This is an optimization exercise on Yosys and OpenROAD, whose aim is small area, not a production implementation.
Only simulation tests tie the RTL to the original design; equivalence was not proved.
Power figures rest on the tool's default switching activity, not on a simulated workload.

Setup of the previous run:
==> flow/design.v (excerpt) <==
module srl_var_delay #(
   parameter int SRL_WIDTH     = 18,
   parameter int SRL_MAX_DEPTH = 32
) (
   input  wire logic                 clk,
   input  wire logic                 rst_n,
   input  wire logic                 en,
   input  wire logic                 flush,
   input  wire logic [$clog2(SRL_MAX_DEPTH+1)-1:0] delay,
   input  wire logic [SRL_WIDTH-1:0] din,
   input  wire logic                 din_valid,
   output      logic [SRL_WIDTH-1:0] dout,
   output      logic                 dout_valid,
   output      logic                 primed
);
For scale: about 1000 cells after synthesis, ~620 flip-flops, about 49 I/O pins, ~22000 um^2 of cells after synthesis.
==> flow/config.mk <==
export PLATFORM = sky130hd
export DESIGN_NAME = srl_var_delay
export DESIGN_NICKNAME = srl_var_delay
export VERILOG_FILES = /design/flow/design.v
export SDC_FILE = /design/flow/constraint.sdc
export NUM_CORES = 4
export LEC_CHECK = 0
export CAP_MARGIN = 20
export CORE_MARGIN = 2
export CORE_UTILIZATION = 70
export CTS_BUF_LIST = sky130_fd_sc_hd__clkbuf_4 sky130_fd_sc_hd__clkbuf_8
export CTS_CLUSTER_DIAMETER = 60
export CTS_CLUSTER_SIZE = 20
export PLACE_DENSITY = 0.85
export SLEW_MARGIN = 20
export SYNTH_HIERARCHICAL = 1
export SYNTH_MINIMUM_KEEP_SIZE = 0
==> flow/constraint.sdc <==
create_clock -name core_clock -period 10.0 [get_ports {clk}]
set_input_delay 2.0000 -clock core_clock [delete_from_list [all_inputs] [get_ports {clk}]]
set_output_delay 2.0000 -clock core_clock [all_outputs]
set_load 0.01 [all_outputs]
run.sh (not shown) runs the stock make flow with config.mk's settings and CLKGATE_MAP_FILE= SYNTH_SCRIPT=/design/flow/synth_recipe.tcl, a recipe that flattens the netlist after the stock synthesis.
In summary, the previous run completed successfully, with a layout that passed the timing, design-rule and antenna checks.
Modified inputs, the current run compared to the previous run
diff --git a/flow/config.mk b/flow/config.mk
--- a/flow/config.mk
+++ b/flow/config.mk
@@ -9,7 +9,3 @@
 export CORE_MARGIN = 2
-export CORE_UTILIZATION = 70
-export CTS_BUF_LIST = sky130_fd_sc_hd__clkbuf_4 sky130_fd_sc_hd__clkbuf_8
-export CTS_CLUSTER_DIAMETER = 60
-export CTS_CLUSTER_SIZE = 20
-export PLACE_DENSITY = 0.85
+export CORE_UTILIZATION = 40
 export SLEW_MARGIN = 20
### Flow results
For total clock buffers created by CTS, dividing the value from the previous run by the value from the current run gives 0.64. Compared with the previous run, the current run degrades total non-filler cell area in the finished layout. The current run reports its beginning of the critical path as delay[4] while the previous run reports delay[5]. Compared with the previous run, the current run shows a higher register-to-register slack. In the route summary, the current run ends up with a via count below that of the previous run. Side by side, final weighted congestion in routability-driven placement turned out lower in the current run than in the previous run.

---

Setup of v28:
srl_var_delay, a different RTL version from the one above (not shown whole).
For scale: ~1000 cells after synthesis, ~49 I/O pins.
Settings: LEC_CHECK=0, CAP_MARGIN=0, CORE_MARGIN=2, CORE_UTILIZATION=70, CTS_BUF_LIST=sky130_fd_sc_hd__clkbuf_8, CTS_CLUSTER_DIAMETER=50, CTS_CLUSTER_SIZE=16, PLACE_DENSITY=0.85, SLEW_MARGIN=0, SYNTH_HIERARCHICAL=1, SYNTH_MINIMUM_KEEP_SIZE=0; clock period 10.0 ns.
v28 | status: complete | timing, DRC, antenna: pass
Changes in v7 relative to v28:
- CTS_CLUSTER_DIAMETER no longer set, was 50
- CTS_BUF_LIST no longer set, was sky130_fd_sc_hd__clkbuf_8
- CTS_CLUSTER_SIZE no longer set, was 16
==> flow/flow/run.sh (new file) <==
#!/bin/bash
# Standard ORFS layout (the standard.sh, standard synthesis unchanged) with two
# changes: port buffers use the smallest buffer, and CTS uses clkbuf_8 leaf
# buffers in clusters of about 20 sinks without dummy loads.
set -euo pipefail
bash standard.sh \
  "BUFFER_PORTS_ARGS=-buffer_cell sky130_fd_sc_hd__buf_1" \
  "CTS_ARGS=-sink_clustering_enable -repair_clock_nets -buf_list sky130_fd_sc_hd__clkbuf_8 -sink_clustering_size 20 -sink_clustering_max_diameter 60 -dont_use_dummy_load" \
  finish > standard.log 2>&1
==> flow/standard.sh (new file) <==
#!/bin/bash
# synth_recipe.tcl (not shown) runs the flow's synth.tcl, then flattens the netlist and writes it again
# the make line also repeats each setting of config.mk as NAME=value (left out here)
make -C /OpenROAD-flow-scripts/flow DESIGN_CONFIG=/design/flow/config.mk WORK_HOME=/design/flow/orfs CLKGATE_MAP_FILE= SYNTH_SCRIPT=/design/flow/synth_recipe.tcl "${@:-finish}"
removed: flow/run.sh
==> comparison <==
- Across v7 and v28, the outcome is the same: a clean finish for every run.
- Final number of setup-violating endpoints delta (v28 -> v7): insignificant
- Compared to v28, v7 has final critical delay including setup and external delays 0.63 ns lower.
- Post-layout utilization of the core in v7 is 2.1 points below v28.
- v7 vs v28: first-pass GRT wire length down in v7
- Between v7 and v28, the difference in cell count of the worst reg-to-reg path is negligible.
- Looking at share of power burned in the clock network across v7 and v28, the one that comes out lower is v7.
- Comparing areal power density over the cells for v7 and v28, the smaller number came from v7.
Inputs modified between v7 and v47:
- putting CTS_BUF_LIST at sky130_fd_sc_hd__clkbuf_4 where nothing was set
- putting CTS_CLUSTER_DIAMETER at 40 where nothing was set
- putting CTS_CLUSTER_SIZE at 10 where nothing was set
==> flow/run.sh (new file) <==
#!/bin/bash
# synth_recipe.tcl (not shown) runs the flow's synth.tcl, then flattens the netlist and writes it again
# the make line also repeats each setting of config.mk as NAME=value (left out here)
make -C /OpenROAD-flow-scripts/flow DESIGN_CONFIG=/design/flow/config.mk WORK_HOME=/design/flow/orfs CLKGATE_MAP_FILE= SYNTH_SCRIPT=/design/flow/synth_recipe.tcl finish
removed: flow/flow/run.sh
removed: flow/standard.sh
## What came out
Between v47 and v7, the CTS buffer count is lower for v7.
v47 against v7: design area saw an increase; placed cell area saw an increase; placed instance count saw little to no change; clock skew saw an increase.

---

juniper:
The RTL this note starts from:
==> flow/design.v <==
`default_nettype none
module srl_var_delay #(
   parameter int SRL_WIDTH     = 18,
   parameter int SRL_MAX_DEPTH = 32
) (
   input  wire logic                 clk,
   input  wire logic                 rst_n,
   input  wire logic                 en,
   input  wire logic                 flush,
   input  wire logic [$clog2(SRL_MAX_DEPTH+1)-1:0] delay,
   input  wire logic [SRL_WIDTH-1:0] din,
   input  wire logic                 din_valid,
   output      logic [SRL_WIDTH-1:0] dout,
   output      logic                 dout_valid,
   output      logic                 primed
);
   localparam int DW = $clog2(SRL_MAX_DEPTH + 1);
   localparam int IW = (SRL_MAX_DEPTH > 1) ? $clog2(SRL_MAX_DEPTH) : 1;
   logic [SRL_MAX_DEPTH-1:0][SRL_WIDTH-1:0] stage_q;
   logic [SRL_MAX_DEPTH-1:0] vld_q;
   logic [DW-1:0]            fill_cnt_q;
   logic [DW-1:0]            wr_cnt_q;
   logic                     shift;
   assign shift = en && !flush;
   always_ff @(posedge clk) begin
      if (shift) begin
         stage_q <= {stage_q[SRL_MAX_DEPTH-2:0], din};
         vld_q   <= {vld_q[SRL_MAX_DEPTH-2:0], din_valid};
      end
   end
   function automatic logic [DW-1:0] sat_inc(input logic [DW-1:0] n, input logic cin);
      logic [DW-1:0] r;
      logic c;
      c = cin & !n[DW-1];
      for (int i = 0; i < DW; i++) begin
         r[i] = n[i] ^ c;
         c = c & n[i];
      end
      sat_inc = r;
   endfunction
   function automatic logic ge5(input logic [IW-1:0] n, input logic [IW-1:0] d);
      logic g;
      g = 1'b1;
      for (int i = 0; i < IW; i++) begin
         g = (n[i] & !d[i]) | ((n[i] | !d[i]) & g);
      end
      ge5 = g;
   endfunction
   always_ff @(posedge clk or negedge rst_n) begin
      if (!rst_n) begin
         fill_cnt_q <= '0;
         wr_cnt_q   <= '0;
      end else begin
         fill_cnt_q <= flush ? '0 : sat_inc(fill_cnt_q, en);
         wr_cnt_q   <= sat_inc(wr_cnt_q, shift);
      end
   end
   logic [IW-1:0] dlo;
   assign dlo = delay[IW-1:0];
   logic written;
   assign primed  = fill_cnt_q[DW-1] |
                    (!delay[DW-1] && ge5(fill_cnt_q[IW-1:0], dlo) && fill_cnt_q[IW-1:0] != '0);
   assign written = wr_cnt_q[DW-1] |
                    (!delay[DW-1] && ge5(wr_cnt_q[IW-1:0], dlo) && wr_cnt_q[IW-1:0] != '0);
   logic [SRL_MAX_DEPTH-1:0] sel;
   logic [7:0] sel_hi;
   logic [3:0] sel_lo;
   always_comb begin
      for (int j = 0; j < 8; j++) begin
         sel_hi[j] = written && !delay[DW-1] && (dlo[4:2] == 3'(j));
      end
      for (int k = 0; k < 4; k++) begin
         sel_lo[k] = (dlo[1:0] == 2'(k));
      end
   end
   for (genvar i = 1; i < SRL_MAX_DEPTH - 1; i++) begin : g_sel
      srl_and2 u_sel (.a(sel_hi[(i + 1) / 4]), .b(sel_lo[(i + 1) % 4]), .y(sel[i]));
   end
   srl_and2 u_sel0 (.a(sel_hi[0]), .b(!dlo[1]), .y(sel[0]));
   srl_and2 u_sel31 (.a(written), .b(delay[DW-1]), .y(sel[SRL_MAX_DEPTH-1]));
   for (genvar b = 0; b < SRL_WIDTH; b++) begin : g_rd
      logic [SRL_MAX_DEPTH-1:0] col;
      for (genvar i = 0; i < SRL_MAX_DEPTH; i++) begin : g_col
         assign col[i] = stage_q[i][b];
      end
      srl_rd_bit u_rd (.d(col), .sel(sel), .y(dout[b]));
   end
   logic vld_sel;
   srl_rd_bit u_rd_vld (.d(vld_q), .sel(sel), .y(vld_sel));
   assign dout_valid = vld_sel & primed;
endmodule
module srl_rd_bit (
   input  wire logic [31:0] d,
   input  wire logic [31:0] sel,
   output      logic        y
);
   logic [10:0] t_n;
   for (genvar g = 0; g < 10; g++) begin : g_aoi
      srl_aoi222 u_aoi (
         .a0(d[3*g]),   .b0(sel[3*g]),
         .a1(d[3*g+1]), .b1(sel[3*g+1]),
         .a2(d[3*g+2]), .b2(sel[3*g+2]),
         .y(t_n[g])
      );
   end
   assign t_n[10] = ~((d[30] & sel[30]) | (d[31] & sel[31]));
   logic [2:0] g;
   srl_nand4 u_n0 (.a(t_n[3:0]), .y(g[0]));
   srl_nand4 u_n1 (.a(t_n[7:4]), .y(g[1]));
   assign g[2] = ~(&t_n[10:8]);
   assign y = |g;
endmodule
module srl_and2 (
   input  wire logic a, b,
   output      logic y
);
   assign y = a & b;
endmodule
module srl_nand4 (
   input  wire logic [3:0] a,
   output      logic       y
);
   assign y = ~(&a);
endmodule
module srl_aoi222 (
   input  wire logic a0, b0, a1, b1, a2, b2,
   output      logic y
);
   assign y = ~((a0 & b0) | (a1 & b1) | (a2 & b2));
endmodule
`default_nettype wire
clock: 10.0 ns
lec_check: 0
cap_margin: 0
core_margin: 2
core_utilization: 75
place_density: 0.88
slew_margin: 0
synth_hierarchical: 1
synth_minimum_keep_size: 0
standard.sh (not shown) runs the stock make flow with config.mk's settings and CLKGATE_MAP_FILE= SYNTH_SCRIPT=/design/flow/synth_recipe.tcl, a recipe that flattens the netlist after the stock synthesis.
==> flow/flow/run.sh <==
#!/bin/bash
# Standard ORFS layout (the standard.sh, standard synthesis unchanged) with two
# changes: port buffers use the smallest buffer, and CTS uses clkbuf_8 leaf
# buffers in clusters of about 20 sinks without dummy loads.
set -euo pipefail
bash standard.sh \
  "BUFFER_PORTS_ARGS=-buffer_cell sky130_fd_sc_hd__buf_1" \
  "CTS_ARGS=-sink_clustering_enable -repair_clock_nets -buf_list sky130_fd_sc_hd__clkbuf_8 -sink_clustering_size 20 -sink_clustering_max_diameter 60 -dont_use_dummy_load" \
  finish > standard.log 2>&1
juniper completed every stage of the flow, and the final layout passed the timing, design-rule and antenna checks.
Changes in nickel relative to juniper:
Settings: a change of PLACE_DENSITY from 0.88 to 0.92; a change of CORE_UTILIZATION from 75 to 80; a change of CAP_MARGIN from 0 to 5.
Number of buffers added by the clock tree synthesis step, nickel vs juniper: down by a few percent
nickel vs. juniper: area fraction of clock buffers and clock inverters stayed essentially flat; clock slew seen by the registers of the worst setup and hold paths stayed essentially flat.
The total global routing track utilization number comes out higher for nickel vs juniper.
Re well-tap cell count: juniper was higher than nickel.
Share of cell area taken by multi-input logic gates delta (juniper -> nickel): insignificant
juniper -> nickel: number of buffers inserted for hold repair after clock tree synthesis delta 0, exact match
For overall power of the completed layout, nickel and juniper come out practically identical.

## static timing again, ports no longer ideal
Ports are ideal in the flow. The routed layouts listed here were re-timed in OpenROAD. Step 1 assumes that a clkbuf_16 drives the clock port and a buf_2 every other input. Step 2 times the ports against the registers' clock, not the clock port: input delays grow and output delays shrink by t, the midpoint of the rising clock arrivals with the driver on. Slacks: ideal / step 1 / step 2; pairs: ideal / step 1.
| run | t (ns) | setup WS [ns] | worst hold slack (ns) |
|---|---|---|---|
| the previous run | 0.629 | 2.348 / 2.314 / 2.314 | 0.433 / 0.433 / 0.433 |
| the current run | 0.676 | 2.276 / 2.254 / 2.254 | 0.436 / 0.436 / 0.436 |
| v28 | 0.655 | 2.339 / 2.313 / 2.313 | 0.444 / 0.444 / 0.444 |
| v7 | 0.614 | 2.971 / 2.941 / 2.941 | 0.427 / 0.427 / 0.427 |
| v47 | 0.774 | 2.381 / 2.356 / 2.356 | 0.411 / 0.411 / 0.411 |
| juniper | 0.598 | 2.823 / 2.798 / 2.798 | 0.407 / 0.407 / 0.407 |
| nickel | 0.611 | 2.657 / 2.635 / 2.635 | 0.443 / 0.443 / 0.443 |
After both steps setup and hold are still met in every run listed. For the previous run, which loses most, drivers alone change the setup slack by -0.034 ns; drivers and shift together by -0.034 ns.
